This is an optimization exercise on Yosys and OpenROAD, whose aim is small area and a short achievable clock period, not a production implementation. In this exercise RTL edits were held to simulation tests only and were not proved equivalent to the original.

## run 1
// fp_mul_top
module fp_mul_top
(
  input  logic        clk,
  input  logic        reset,
  input  logic [2:0]  r_mode,  
  input  logic [31:0] fp_x,
  input  logic [31:0] fp_y,
  output logic [31:0] fp_z,
  output logic        ovrf,
  output logic        udrf
);
  logic [47:0] sum_a, sum_b;
  logic [22:0] frac0, frac1;
  logic        msb, renorm;
  logic        sign_z;
  assign sign_z = fp_x[31] ^ fp_y[31];
  sig_multiplier sig_multiplier_inst (
    .sig_x ({1'b1, fp_x[22:0]}),  
    .sig_y ({1'b1, fp_y[22:0]}),
    .sum_a (sum_a),
    .sum_b (sum_b)
  );
  norm_round norm_round_inst (
    .sum_a  (sum_a),
    .sum_b  (sum_b),
    .sign_z (sign_z),
    .r_mode (r_mode),
    .frac0  (frac0),
    .frac1  (frac1),
    .msb    (msb),
    .renorm (renorm)
  );
  exp_exc_pack exp_exc_pack_inst (
    .clk    (clk),
    .reset  (reset),
    .fp_x   (fp_x),
    .fp_y   (fp_y),
    .frac0  (frac0),
    .frac1  (frac1),
    .msb    (msb),
    .renorm (renorm),
    .fp_z   (fp_z),
    .ovrf   (ovrf),
    .udrf   (udrf)
  );
endmodule
For scale: roughly 2100 cells after synthesis, about 34 flip-flops, ~100 I/O pins.
Settings: LEC_CHECK=0, ABC_AREA=1, CAP_MARGIN=20, CORE_MARGIN=2, CORE_UTILIZATION=55, SETUP_SLACK_MARGIN=5, SLEW_MARGIN=20; clock period 14.5 ns.
standard.sh (not shown) runs the stock make flow with config.mk's settings and CLKGATE_MAP_FILE= SYNTH_SCRIPT=/design/flow/synth_recipe.tcl, a recipe that flattens the netlist after the stock synthesis.
==> flow/flow/run.sh <==
#!/bin/bash
# Layout flow: the standard flow (standard.sh) with these changes:
#  - synthesis maps the design's fa_cell/ha_cell modules straight to the
#    library's full/half adder cells before flattening (ORFS's synth.tcl with
#    one techmap added after its hierarchy check), and skips Yosys's
#    extract_fa, so the rest of the adders are left to abc;
#  - abc maps with flow/abc.script, when the version has one;
#  - the port buffers are buf_2 cells instead of the default delay buffers;
#  - make variables from flow/extra_vars.txt, when the version has one.
set -euo pipefail
here=$(pwd)

sed -e 's#^hierarchy -check -top \$::env(DESIGN_NAME)$#&\ntechmap -map '"$here"'/flow/adder_cells.v#' \
    -e 's#^  extract_fa {\*}\[dont_use_extract_fa_args\]$#  \# extract_fa skipped#' \
  "$FLOW_HOME/scripts/synth.tcl" > "$here/synth_adders.tcl"
grep -q adder_cells.v "$here/synth_adders.tcl"
grep -q "extract_fa skipped" "$here/synth_adders.tcl"
if [[ -f "$here/flow/abc.script" ]]; then
  sed -i 's#^  log_cmd abc {\*}\$abc_args$#  log_cmd abc {*}[lreplace $abc_args 1 1 '"$here"'/flow/abc.script]#' "$here/synth_adders.tcl"
  grep -q "flow/abc.script" "$here/synth_adders.tcl"
fi
sed 's#source \$::env(SCRIPTS_DIR)/synth.tcl#source '"$here"'/synth_adders.tcl#' \
  "$here/synth_recipe.tcl" > "$here/synth_recipe_adders.tcl"
grep -q synth_adders.tcl "$here/synth_recipe_adders.tcl"
# extra make variables, from flow/extra_vars.txt if present (one NAME=value per line)
extra=""
if [[ -f "$here/flow/extra_vars.txt" ]]; then
  extra=$(grep -E '^[A-Z_]+=[^ ]+$' "$here/flow/extra_vars.txt" | tr '\n' ' ')
fi
sed -e 's#SYNTH_SCRIPT=[^ ]*#SYNTH_SCRIPT='"$here"'/synth_recipe_adders.tcl#' \
    -e 's#"\${@:-finish}"#'"$extra"'"${@:-finish}"#' \
  "$here/standard.sh" > "$here/standard_adders.sh"
grep -q synth_recipe_adders.tcl "$here/standard_adders.sh"

port_buffer=sky130_fd_sc_hd__buf_2
export BUFFER_PORTS_ARGS="-buffer_cell $port_buffer"
bash "$here/standard_adders.sh" > "$here/flow.log" 2>&1
==> flow/flow/abc.script <==
strash
balance
rewrite
refactor
balance
rewrite
rewrite -z
balance
refactor -z
rewrite -z
balance
dch
map
topo
stime -c
buffer -c
upsize -c
dnsize -c
Other scripts of this flow, unchanged in this note and not shown: flow/flow/adder_cells.v
Run 1: done, clean on timing, DRC and antenna
diff inputs: run 1 => run 2
# run 1
export LEC_CHECK = 0
export ABC_AREA = 1
export CAP_MARGIN = 20
export CORE_MARGIN = 2
export CORE_UTILIZATION = 55
export SETUP_SLACK_MARGIN = 5
export SLEW_MARGIN = 20
create_clock -name core_clock -period 14.5 [get_ports {clk}]
# run 2
export LEC_CHECK = 0
export ABC_AREA = 1
export CAP_MARGIN = 20
export CORE_MARGIN = 2
export CORE_UTILIZATION = 40
export SETUP_SLACK_MARGIN = 5
export SLEW_MARGIN = 20
create_clock -name core_clock -period 14.5 [get_ports {clk}]
-- flow/flow/abc.script --
<<< run 1, line 13
map
>>> run 2, line 13
map -B 0.9
Findings:
For share of the clock period used by the worst path, run 2 and run 1 come out practically identical.
Core utilization in run 2 is 15 points lower than in run 1
Fraction of cell area in non-clock buffers sits higher in run 2 than in run 1.
Per the comparison of run 2 with run 1, worst-case setup slack after placement went down 180 ps; total routed wirelength went up 3600 um; multi-input logic cell count went up 69.
> inputs changed (run 2 -> run 3)
# run 2
export LEC_CHECK = 0
export ABC_AREA = 1
export CAP_MARGIN = 20
export CORE_MARGIN = 2
export CORE_UTILIZATION = 40
export SETUP_SLACK_MARGIN = 5
export SLEW_MARGIN = 20
create_clock -name core_clock -period 14.5 [get_ports {clk}]
# run 3
export LEC_CHECK = 0
export ABC_AREA = 1
export CAP_MARGIN = 20
export CORE_MARGIN = 2
export CORE_UTILIZATION = 55
export SETUP_SLACK_MARGIN = 5
export SLEW_MARGIN = 20
create_clock -name core_clock -period 14.5 [get_ports {clk}]
==> flow/flow/extra_vars.txt (new file) <==
SETUP_SLACK_MARGIN=5.2
Notes after the runs:
Global-route wire length before repair in run 3 vs run 2: down 6.3%
Final cell area excluding filler cells | run 3 below run 2
Comparing run 2 and run 3, the lower fraction of area in multi-input gates was measured on run 2.
Input-level comparison between run 4 and run 3:
-- flow/flow/run.sh --
<<< run 3, line 35
port_buffer=sky130_fd_sc_hd__buf_2
>>> run 4, line 35
port_buffer=sky130_fd_sc_hd__buf_1
removed: flow/flow/extra_vars.txt
[summary]
Setup WNS run 3 -> run 4: worse. Where first-iteration DRC count is concerned, run 3 is outperformed by run 4. [compare] base=run 3 new=run 4: die area essentially unchanged; area of all placed cells without fillers neither gained nor lost much.

========
fp_mul_top, a different RTL version from the one above (not shown whole).
For scale: ~2600 cells after synthesis, roughly 34 flip-flops.
clock: 14.5 ns
lec_check: 0
abc_area: 1
cap_margin: 20
core_margin: 2
core_utilization: 40
setup_slack_margin: 5
slew_margin: 20
==> flow/flow/run.sh <==
#!/bin/bash
# Layout flow: the standard flow (standard.sh) with two changes:
#  - synthesis maps the design's fa_cell/ha_cell modules straight to the
#    library's full/half adder cells before flattening (ORFS's synth.tcl with
#    one techmap added after its hierarchy check), and skips Yosys's
#    extract_fa, so the rest of the adders are left to abc;
#  - the port buffers are buf_2 cells instead of the default delay buffers.
set -euo pipefail
here=$(pwd)

sed -e 's#^hierarchy -check -top \$::env(DESIGN_NAME)$#&\ntechmap -map '"$here"'/flow/adder_cells.v#' \
    -e 's#^  extract_fa {\*}\[dont_use_extract_fa_args\]$#  \# extract_fa skipped#' \
  "$FLOW_HOME/scripts/synth.tcl" > "$here/synth_adders.tcl"
grep -q adder_cells.v "$here/synth_adders.tcl"
grep -q "extract_fa skipped" "$here/synth_adders.tcl"
sed 's#source \$::env(SCRIPTS_DIR)/synth.tcl#source '"$here"'/synth_adders.tcl#' \
  "$here/synth_recipe.tcl" > "$here/synth_recipe_adders.tcl"
grep -q synth_adders.tcl "$here/synth_recipe_adders.tcl"
sed 's#SYNTH_SCRIPT=[^ ]*#SYNTH_SCRIPT='"$here"'/synth_recipe_adders.tcl#' \
  "$here/standard.sh" > "$here/standard_adders.sh"
grep -q synth_recipe_adders.tcl "$here/standard_adders.sh"

export BUFFER_PORTS_ARGS="-buffer_cell sky130_fd_sc_hd__buf_2"
bash "$here/standard_adders.sh" > "$here/flow.log" 2>&1
==> flow/flow/adder_cells.v <==
// maps the design's fa_cell and ha_cell modules to the library adder cells
module fa_cell (input a, input b, input ci, output s, output co);
  sky130_fd_sc_hd__fa_1 _TECHMAP_REPLACE_ (.A(a), .B(b), .CIN(ci), .SUM(s), .COUT(co));
endmodule

module ha_cell (input a, input b, output s, output co);
  sky130_fd_sc_hd__ha_1 _TECHMAP_REPLACE_ (.A(a), .B(b), .SUM(s), .COUT(co));
endmodule
The baseline passed the timing, DRC and antenna checks.
Change:
Settings changed: SETUP_SLACK_MARGIN 5 to 4.
- utilization goes down by 4.8 points
- worst setup slack loses 0.76 ns
- worst hold slack is about the same
- global-route usage shrinks by 0.65 points
- maximum frequency fell by a little under a tenth
- sequential cell count is unchanged
- cell area falls by roughly a tenth
Change:
--- a/flow/flow/run.sh
+++ b/flow/flow/run.sh
@@ -4,4 +4,3 @@
 #    library's full/half adder cells before flattening (ORFS's synth.tcl with
-#    one techmap added after its hierarchy check), and skips Yosys's
-#    extract_fa, so the rest of the adders are left to abc;
+#    one techmap added after its hierarchy check; everything else unchanged);
 #  - the port buffers are buf_2 cells instead of the default delay buffers.
@@ -10,7 +9,5 @@
 
-sed -e 's#^hierarchy -check -top \$::env(DESIGN_NAME)$#&\ntechmap -map '"$here"'/flow/adder_cells.v#' \
-    -e 's#^  extract_fa {\*}\[dont_use_extract_fa_args\]$#  \# extract_fa skipped#' \
+sed 's#^hierarchy -check -top \$::env(DESIGN_NAME)$#&\ntechmap -map '"$here"'/flow/adder_cells.v#' \
   "$FLOW_HOME/scripts/synth.tcl" > "$here/synth_adders.tcl"
 grep -q adder_cells.v "$here/synth_adders.tcl"
-grep -q "extract_fa skipped" "$here/synth_adders.tcl"
 sed 's#source \$::env(SCRIPTS_DIR)/synth.tcl#source '"$here"'/synth_adders.tcl#' \
Effect:
- The new run completed without violations
- design area came out higher by 3.1%
- worst setup slack degrades by 0.011 ns
- hold slack degrades by 0.079 ns
- clock-buffer cell count increases by 2
- synthesized area rose by 3.9%
- wire length decreases by 2.0%

==> static timing again, ports no longer ideal <==
Ports are ideal in the flow. The routed layouts listed here were re-timed in OpenROAD.
Step 1 (the two cells are an assumption about what drives the block):
set clk [get_ports {clk}]
set_driving_cell -lib_cell sky130_fd_sc_hd__clkbuf_16 $clk
set_driving_cell -lib_cell sky130_fd_sc_hd__buf_2 [delete_from_list [all_inputs] $clk]
Step 2 times the ports against the registers' clock, not the clock port: input delays grow and output delays shrink by t, the midpoint of the rising clock arrivals with the driver on.
a / b / c = ideal ports / drivers / drivers and shift; a / b = the first two.
run	shift t [ns]	setup slack, ns	worst slew at a driven data input, ns	pins driven straight from the clock port
run 1	0.321	5.327 / 5.345 / 5.024	0.04	1
run 2	0.325	5.321 / 5.306 / 4.981	0.07	1
run 3	0.301	5.508 / 5.521 / 5.220	0.07	1
run 4	0.314	5.278 / 5.289 / 4.975	0.04	1
the first run of note 2	0.320	5.181 / 5.181 / 4.862	0.07	1
the second run of note 2	0.319	4.423 / 4.443 / 4.125	0.05	1
the third run of note 2	0.312	4.411 / 4.425 / 4.112	0.04	1
After both steps setup and hold are still met in every run listed. For run 2, which loses most, drivers alone change the setup slack by -0.015 ns; drivers and shift together by -0.340 ns.
